What follows belongs to an exercise in optimizing a design on an open flow for small area; a production flow would make more cautious choices.
In this exercise RTL edits were held to simulation tests only and were not proved equivalent to the original.
Power and IR drop assume default switching activity. The clock port is modelled as an ideal driver; clocking choices that lean on that would not hold on a real chip.

==> trial 70: inputs <==
## mips_pipe
module mips_pipe (
   input  logic        clk,
   input  logic        rst_n,
   output logic [31:0] imem_addr_o,
   input  logic [31:0] imem_data_i,
   output logic        dmem_re_o,
   output logic        dmem_we_o,
   output logic [31:0] dmem_addr_o,
   output logic [31:0] dmem_wdata_o,
   input  logic [31:0] dmem_rdata_i
);
==> module dec_reg, before the edit <==
module dec_reg (
   input  logic [4:0]  a,
   output logic [31:1] y
);
   always_comb
      for (int i = 1; i < 32; i++) y[i] = (a == i[4:0]);
endmodule
==> module dec_reg_en, before the edit <==
module dec_reg_en (
   input  logic        en,
   input  logic [4:0]  a,
   output logic [31:1] y
);
   always_comb
      for (int i = 1; i < 32; i++) y[i] = en && (a == i[4:0]);
endmodule
==> module rd_port, before the edit <==
module rd_port (
   input  logic [4:0]   sel,
   input  logic [123:0] taps,
   output logic [3:0]   y
);
   logic [31:1] s;
   dec_reg u_dec (.a(sel), .y(s));
   genvar b, i;
   generate
      for (b = 0; b < 4; b++) begin : g_b
         logic [30:0] d;
         for (i = 0; i < 31; i++) begin : g_i
            assign d[i] = taps[4*i+b];
         end
         sel31 u (.s(s), .d(d), .y(y[b]));
      end
   endgenerate
endmodule
==> module pc_next, before the edit <==
module pc_next (
   input  logic        rst,
   input  logic        ld,
   input  logic        inc,
   input  logic [29:0] pc,
   input  logic [29:0] tgt,
   output logic [29:0] y
);
   logic [30:0] c;
   assign c[0] = inc;
   genvar i;
   generate
      for (i = 0; i < 30; i++) begin : g_i
         assign c[i+1] = pc[i] & c[i];
         assign y[i]   = ~rst & (ld ? tgt[i] : (pc[i] ^ c[i]));
      end
   endgenerate
endmodule
==> module mips_pipe, before the edit <==
module mips_pipe (
   input  logic        clk,
   input  logic        rst_n,
   output logic [31:0] imem_addr_o,
   input  logic [31:0] imem_data_i,
   output logic        dmem_re_o,
   output logic        dmem_we_o,
   output logic [31:0] dmem_addr_o,
   output logic [31:0] dmem_wdata_o,
   input  logic [31:0] dmem_rdata_i
);
   logic [2:0]  ph;         
   logic [29:0] pc;         
   logic        cy;         
   logic        eqf;        
   logic        wb_en;      
   logic [4:0]  wb_dest;
   logic [31:0] rsr;        
   logic [27:0] dsr;        
   logic [7:0] phs;
   always_comb
      for (int i = 0; i < 8; i++) phs[i] = (ph == i[2:0]);
   wire [31:0] ins = imem_data_i;
   wire [5:0]  op  = ins[31:26];
   wire [5:0]  fn  = ins[5:0];
   wire [4:0]  rs  = ins[25:21];
   wire [4:0]  rt  = ins[20:16];
   wire [4:0]  rd  = ins[15:11];
   wire is_r    = (op == 6'h00);
   wire is_addi = (op == 6'h08);
   wire is_lw   = (op == 6'h23);
   wire is_sw   = (op == 6'h2b);
   wire is_beq  = (op == 6'h04);
   wire f_add   = (fn == 6'h20);
   wire f_sub   = (fn == 6'h22);
   wire f_and   = (fn == 6'h24);
   wire f_or    = (fn == 6'h25);
   wire f_slt   = (fn == 6'h2a);
   wire r_ok    = is_r & (f_add | f_sub | f_and | f_or | f_slt);
   wire do_sub  = is_r & (f_sub | f_slt);
   wire do_and  = is_r & f_and;
   wire do_or   = is_r & f_or;
   wire do_slt  = is_r & f_slt;
   wire use_imm = is_addi | is_lw | is_sw | is_beq;
   wire [3:0] wb_d = rsr[3:0];
   logic [31:1] we;
   logic [123:0] taps;
   dec_reg_en u_wdec (.en(wb_en), .a(wb_dest), .y(we));
   genvar k;
   generate
      for (k = 1; k < 32; k++) begin : g_reg
         logic [31:0] r;
         logic [3:0]  t;
         mux2x4 u_m (.s(we[k]), .a(r[3:0]), .b(wb_d), .y(t));
         assign taps[4*k-4 +: 4] = t;
         always_ff @(posedge clk) r <= {t, r[31:4]};
      end
   endgenerate
   logic [3:0] ra, bt;
   rd_port u_ra (.sel(rs), .taps(taps), .y(ra));
   rd_port u_rb (.sel(rt), .taps(taps), .y(bt));
   logic [3:0] imm_c, pc_c;
   wire [31:0] pc_w = {2'b00, pc};
   always_comb begin
      imm_c = {4{ins[15]}};
      pc_c  = 4'h0;
      for (int i = 0; i < 4; i++)
         if (phs[i]) imm_c = ins[4*i +: 4];
      for (int i = 0; i < 8; i++)
         if (phs[i]) pc_c = pc_w[4*i +: 4];
   end
   wire [3:0] a   = is_beq ? pc_c : ra;
   wire [3:0] b   = use_imm ? imm_c : bt;
   wire [3:0] bx  = b ^ {4{do_sub}};
   logic [4:0] c;
   logic [3:0] s;
   always_comb begin
      c[0] = phs[0] ? (do_sub | is_beq) : cy;
      for (int i = 0; i < 4; i++) begin
         s[i]   = a[i] ^ bx[i] ^ c[i];
         c[i+1] = (a[i] & bx[i]) | (c[i] & (a[i] ^ bx[i]));
      end
   end
   wire [3:0] y   = do_and ? (a & b) :
                    do_or  ? (a | b) :
                    do_slt ? 4'h0    : s;
   wire       lt  = (a[3] ^ b[3]) ? a[3] : s[3];
   wire       eq  = (phs[0] | eqf) & (ra == bt);
   wire       taken = is_beq & eq;
   logic [29:0] pc_n;
   pc_next u_pcn (.rst(!rst_n), .ld(phs[7] & taken), .inc(phs[7] & ~taken), .pc(pc),
                  .tgt({y[1:0], rsr[31:4]}), .y(pc_n));
   always_ff @(posedge clk) begin
      cy  <= c[4];
      eqf <= eq;
      dsr <= {bt, dsr[27:4]};
      if (phs[7] && is_lw) rsr <= dmem_rdata_i;
      else                 rsr <= {y, rsr[31:5], (phs[7] && do_slt) ? lt : rsr[4]};
   end
   always_ff @(posedge clk) begin
      if (!rst_n) begin
         ph    <= 3'd0;
         wb_en <= 1'b0;
      end else begin
         ph <= ph + 3'd1;
         if (phs[7]) wb_en <= r_ok | is_addi | is_lw;
      end
   end
   always_ff @(posedge clk) pc <= pc_n;
   always_ff @(posedge clk) begin
      if (phs[7]) wb_dest <= is_r ? rd : rt;
   end
   assign imem_addr_o  = {pc, 2'b00};
   assign dmem_re_o    = phs[7] & is_lw;
   assign dmem_we_o    = phs[7] & is_sw;
   assign dmem_addr_o  = {y, rsr[31:4]};
   assign dmem_wdata_o = {bt, dsr};
endmodule
Settings: LEC_CHECK=0, CAP_MARGIN=20, CORE_MARGIN=2, CORE_UTILIZATION=60, CTS_BUF_LIST=sky130_fd_sc_hd__clkbuf_16, CTS_CLUSTER_DIAMETER=100, CTS_CLUSTER_SIZE=30, SLEW_MARGIN=20, SYNTH_HIERARCHICAL=1; clock period 10.0 ns.
run.sh (not shown) runs the stock make flow with config.mk's settings and CLKGATE_MAP_FILE= SYNTH_SCRIPT=/design/flow/synth_recipe.tcl, a recipe that flattens the netlist after the stock synthesis.
==> build 5: changes against trial 70 <==
--- a/flow/design.v
+++ b/flow/design.v
@@ -32,16 +32,42 @@
 endmodule
+module pdec2_n (
+   input  logic       en,
+   input  logic [1:0] a,
+   output logic [3:0] y_n
+);
+   always_comb
+      for (int i = 0; i < 4; i++) y_n[i] = ~(en && (a == i[1:0]));
+endmodule
+module pdec2r_n (
+   input  logic [1:0] a,
+   output logic [3:0] y_n
+);
+   always_comb
+      for (int i = 0; i < 4; i++) y_n[i] = ~(a == i[1:0]);
+endmodule
+module pdec3_n (
+   input  logic [2:0] a,
+   output logic [7:0] y_n
+);
+   always_comb
+      for (int i = 0; i < 8; i++) y_n[i] = ~(a == i[2:0]);
+endmodule
+module nor2_g (
+   input  logic a,
+   input  logic b,
+   output logic y
+);
+   assign y = ~(a | b);
+endmodule
 module dec_reg (
-   input  logic [4:0]  a,
+   input  logic [3:0]  lo_n,
+   input  logic [7:0]  hi_n,
    output logic [31:1] y
 );
-   always_comb
-      for (int i = 1; i < 32; i++) y[i] = (a == i[4:0]);
-endmodule
-module dec_reg_en (
-   input  logic        en,
-   input  logic [4:0]  a,
-   output logic [31:1] y
-);
-   always_comb
-      for (int i = 1; i < 32; i++) y[i] = en && (a == i[4:0]);
+   genvar i;
+   generate
+      for (i = 1; i < 32; i++) begin : g_i
+         nor2_g u (.a(lo_n[i % 4]), .b(hi_n[i / 4]), .y(y[i]));
+      end
+   endgenerate
 endmodule
@@ -55,2 +81,24 @@
 endmodule
+module xor4 (
+   input  logic       s,
+   input  logic [3:0] a,
+   output logic [3:0] y
+);
+   assign y = a ^ {4{s}};
+endmodule
+module entry_aoi (
+   input  logic       we,
+   input  logic       we_n,
+   input  logic [1:0] d,
+   input  logic [1:0] r,
+   output logic [1:0] y_n
+);
+   assign y_n = ~(({2{we_n}} | d) & ({2{we}} | r));
+endmodule
+module inv_g (
+   input  logic a,
+   output logic y
+);
+   assign y = ~a;
+endmodule
 module rd_port (
@@ -61,3 +109,7 @@
    logic [31:1] s;
-   dec_reg u_dec (.a(sel), .y(s));
+   logic [3:0]  lo_n;
+   logic [7:0]  hi_n;
+   pdec2r_n u_lo (.a(sel[1:0]), .y_n(lo_n));
+   pdec3_n  u_hi (.a(sel[4:2]), .y_n(hi_n));
+   dec_reg  u_dec (.lo_n(lo_n), .hi_n(hi_n), .y(s));
    genvar b, i;
@@ -72,2 +124,14 @@
    endgenerate
+endmodule
+module pc_bit (
+   input  logic rst,
+   input  logic ld,
+   input  logic ld_n,
+   input  logic tgt,
+   input  logic x,
+   output logic y
+);
+   logic y_n;
+   assign y_n = ~((ld_n | tgt) & (ld | x));
+   assign y   = ~(y_n | rst);
 endmodule
@@ -82,2 +146,4 @@
    logic [30:0] c;
+   logic [29:0] x;
+   wire         ld_n = ~ld;
    assign c[0] = inc;
@@ -87,5 +153,46 @@
          assign c[i+1] = pc[i] & c[i];
-         assign y[i]   = ~rst & (ld ? tgt[i] : (pc[i] ^ c[i]));
-      end
-   endgenerate
+         assign x[i]   = pc[i] ^ c[i];
+         pc_bit u (.rst(rst), .ld(ld), .ld_n(ld_n), .tgt(tgt[i]), .x(x[i]), .y(y[i]));
+      end
+   endgenerate
+endmodule
+module phase_ctr (
+   input  logic       rst,
+   input  logic [2:0] ph,
+   output logic [2:0] ph_n,
+   output logic [7:0] phs
+);
+   assign ph_n[0] = ~(rst | ph[0]);
+   assign ph_n[1] = ~(rst | ~(ph[1] ^ ph[0]));
+   assign ph_n[2] = ~(rst | ~(ph[2] ^ (ph[1] & ph[0])));
+   always_comb
+      for (int i = 0; i < 8; i++) phs[i] = (ph == i[2:0]);
+endmodule
+module opa_sel (
+   input  logic        beq,
+   input  logic [7:0]  phs,
+   input  logic [29:0] pc,
+   input  logic [3:0]  ra,
+   output logic [3:0]  a
+);
+   wire [31:0] pw = {2'b00, pc};
+   always_comb begin
+      a = beq ? 4'h0 : ra;
+      for (int i = 0; i < 8; i++)
+         if (beq && phs[i]) a = a | pw[4*i +: 4];
+   end
+endmodule
+module opb_sel (
+   input  logic        imm,
+   input  logic [7:0]  phs,
+   input  logic [15:0] ins,
+   input  logic [3:0]  bt,
+   output logic [3:0]  b
+);
+   always_comb begin
+      b = imm ? 4'h0 : bt;
+      for (int i = 0; i < 4; i++)
+         if (imm && phs[i]) b = b | ins[4*i +: 4];
+      if (imm && (phs[4] | phs[5] | phs[6] | phs[7])) b = b | {4{ins[15]}};
+   end
 endmodule
@@ -111,4 +218,4 @@
    logic [7:0] phs;
-   always_comb
-      for (int i = 0; i < 8; i++) phs[i] = (ph == i[2:0]);
+   logic [2:0] ph_n;
+   phase_ctr u_ph (.rst(!rst_n), .ph(ph), .ph_n(ph_n), .phs(phs));
    wire [31:0] ins = imem_data_i;
@@ -135,6 +242,12 @@
    wire use_imm = is_addi | is_lw | is_sw | is_beq;
-   wire [3:0] wb_d = rsr[3:0];
+   logic        sp;
+   logic [3:0]  wb_d;
+   xor4 u_wx (.s(sp), .a(rsr[3:0]), .y(wb_d));
    logic [31:1] we;
    logic [123:0] taps;
-   dec_reg_en u_wdec (.en(wb_en), .a(wb_dest), .y(we));
+   logic [3:0] wlo_n;
+   logic [7:0] whi_n;
+   pdec2_n u_wlo (.en(wb_en), .a(wb_dest[1:0]), .y_n(wlo_n));
+   pdec3_n u_whi (.a(wb_dest[4:2]), .y_n(whi_n));
+   dec_reg u_wdec (.lo_n(wlo_n), .hi_n(whi_n), .y(we));
    genvar k;
@@ -144,3 +257,6 @@
          logic [3:0]  t;
-         mux2x4 u_m (.s(we[k]), .a(r[3:0]), .b(wb_d), .y(t));
+         logic        we_n;
+         inv_g u_i (.a(we[k]), .y(we_n));
+         entry_aoi u_m0 (.we(we[k]), .we_n(we_n), .d(wb_d[1:0]), .r(r[1:0]), .y_n(t[1:0]));
+         entry_aoi u_m1 (.we(we[k]), .we_n(we_n), .d(wb_d[3:2]), .r(r[3:2]), .y_n(t[3:2]));
          assign taps[4*k-4 +: 4] = t;
@@ -149,17 +265,11 @@
    endgenerate
+   logic [3:0] ra_x, bt_x;
+   rd_port u_ra (.sel(rs), .taps(taps), .y(ra_x));
+   rd_port u_rb (.sel(rt), .taps(taps), .y(bt_x));
    logic [3:0] ra, bt;
-   rd_port u_ra (.sel(rs), .taps(taps), .y(ra));
-   rd_port u_rb (.sel(rt), .taps(taps), .y(bt));
-   logic [3:0] imm_c, pc_c;
-   wire [31:0] pc_w = {2'b00, pc};
-   always_comb begin
-      imm_c = {4{ins[15]}};
-      pc_c  = 4'h0;
-      for (int i = 0; i < 4; i++)
-         if (phs[i]) imm_c = ins[4*i +: 4];
-      for (int i = 0; i < 8; i++)
-         if (phs[i]) pc_c = pc_w[4*i +: 4];
-   end
-   wire [3:0] a   = is_beq ? pc_c : ra;
-   wire [3:0] b   = use_imm ? imm_c : bt;
+   xor4 u_rax (.s(~sp & (rs != 5'd0)), .a(ra_x), .y(ra));
+   xor4 u_btx (.s(~sp & (rt != 5'd0)), .a(bt_x), .y(bt));
+   logic [3:0] a, b;
+   opa_sel u_opa (.beq(is_beq), .phs(phs), .pc(pc), .ra(ra), .a(a));
+   opb_sel u_opb (.imm(use_imm), .phs(phs), .ins(ins[15:0]), .bt(bt), .b(b));
    wire [3:0] bx  = b ^ {4{do_sub}};
@@ -181,4 +291,20 @@
    logic [29:0] pc_n;
-   pc_next u_pcn (.rst(!rst_n), .ld(phs[7] & taken), .inc(phs[7] & ~taken), .pc(pc),
+   pc_next u_pcn (.rst(!rst_n), .ld(phs[7] & taken), .inc(phs[7]), .pc(pc),
                   .tgt({y[1:0], rsr[31:4]}), .y(pc_n));
+   logic [31:0] rsr_n;
+   wire         rsr_ld = phs[7] & is_lw;
+   genvar q;
+   generate
+      for (q = 0; q < 8; q++) begin : g_rsr
+         logic [3:0] sh;
+         if (q == 7) begin : g_top
+            assign sh = y;
+         end else if (q == 0) begin : g_bot
+            assign sh = {rsr[7:5], (phs[7] && do_slt) ? lt : rsr[4]};
+         end else begin : g_mid
+            assign sh = rsr[4*q+7 : 4*q+4];
+         end
+         mux2x4 u (.s(rsr_ld), .a(sh), .b(dmem_rdata_i[4*q +: 4]), .y(rsr_n[4*q +: 4]));
+      end
+   endgenerate
    always_ff @(posedge clk) begin
@@ -187,4 +313,3 @@
       dsr <= {bt, dsr[27:4]};
-      if (phs[7] && is_lw) rsr <= dmem_rdata_i;
-      else                 rsr <= {y, rsr[31:5], (phs[7] && do_slt) ? lt : rsr[4]};
+      rsr <= rsr_n;
    end
@@ -192,7 +317,9 @@
       if (!rst_n) begin
-         ph    <= 3'd0;
+         sp    <= 1'b0;
          wb_en <= 1'b0;
       end else begin
-         ph <= ph + 3'd1;
-         if (phs[7]) wb_en <= r_ok | is_addi | is_lw;
+         if (phs[7]) begin
+            sp    <= ~sp;
+            wb_en <= r_ok | is_addi | is_lw;
+         end
       end
@@ -200,2 +327,3 @@
    always_ff @(posedge clk) pc <= pc_n;
+   always_ff @(posedge clk) ph <= ph_n;
    always_ff @(posedge clk) begin
==> flow/flow/run.sh (new file) <==
#!/bin/bash
set -euo pipefail
bash standard.sh \
   "BUFFER_PORTS_ARGS=-buffer_cell sky130_fd_sc_hd__buf_1" \
   "CTS_ARGS=-sink_clustering_enable -repair_clock_nets -buf_list sky130_fd_sc_hd__clkbuf_16 -sink_clustering_size 30 -sink_clustering_max_diameter 100 -dont_use_dummy_load" \
   finish > standard.log 2>&1
==> flow/standard.sh (new file) <==
#!/bin/bash
# synth_recipe.tcl (not shown) runs the flow's synth.tcl, then flattens the netlist and writes it again
# the make line also repeats each setting of config.mk as NAME=value (left out here)
make -C /OpenROAD-flow-scripts/flow DESIGN_CONFIG=/design/flow/config.mk WORK_HOME=/design/flow/orfs CLKGATE_MAP_FILE= SYNTH_SCRIPT=/design/flow/synth_recipe.tcl "${@:-finish}"
CORE_UTILIZATION = 75   (was 60)
CTS_BUF_LIST = unset   (was sky130_fd_sc_hd__clkbuf_16)
CTS_CLUSTER_DIAMETER = unset   (was 100)
CTS_CLUSTER_SIZE = unset   (was 30)
removed: flow/run.sh
==> run notes <==
status -> timing/DRC/antenna clean
register cell area after layout -> 21900 sq um
Die Ht -> 219 um
Die Wd -> 219 um
M3 GR Usage -> 3.96%
average instance area after synthesis -> 15.1 sq um
critical path data arrival time -> 10.09 ns
post-synthesis mux area share -> 7.55%
Seq group -> 4.40 mW
clk_buf instances -> 43
Post-Synth Simple-Gate Area -> 4.91%
(the above is from trial 70)
==> run notes <==
critical path data arrival time -> 6.87 ns
Die Ht -> 194 um
M3 GR Usage -> 7.72%
status -> timing/DRC/antenna clean
register cell area after layout -> 22000 sq um
Seq group -> 4.45 mW
post-synthesis mux area share -> 1.66%
clk_buf instances -> 42
(the above is from build 5)

static timing again, ports no longer ideal:
The flow's constraints put no driver on any port. The routed layouts listed below were extracted and timed again, unchanged, in two steps.
Step 1, drivers: a clkbuf_16 drives clk and a buf_2 each remaining input, both assumed.
Step 2, shift: input delay + t, output delay - t, t = (earliest + latest rising clock arrival at the registers) / 2. This alone moves slack from input paths to output paths.
Three values: ideal ports, drivers, drivers and shift; two values: the first two.
run | shift t [ns] | setup slack, ns | worst register clock-pin slew, ns | pins driven straight from the clock port
trial 70 | 0.655 | 0.449 / 0.440 / -0.215 | 0.11 / 0.11 | 1
build 5 | 0.667 | 1.126 / 1.068 / 1.124 | 0.12 / 0.12 | 1
With both steps, setup timing fails in trial 70, where it was met with ideal ports. For trial 70, which loses most, drivers alone change the setup slack by -0.009 ns; drivers and shift together by -0.664 ns.
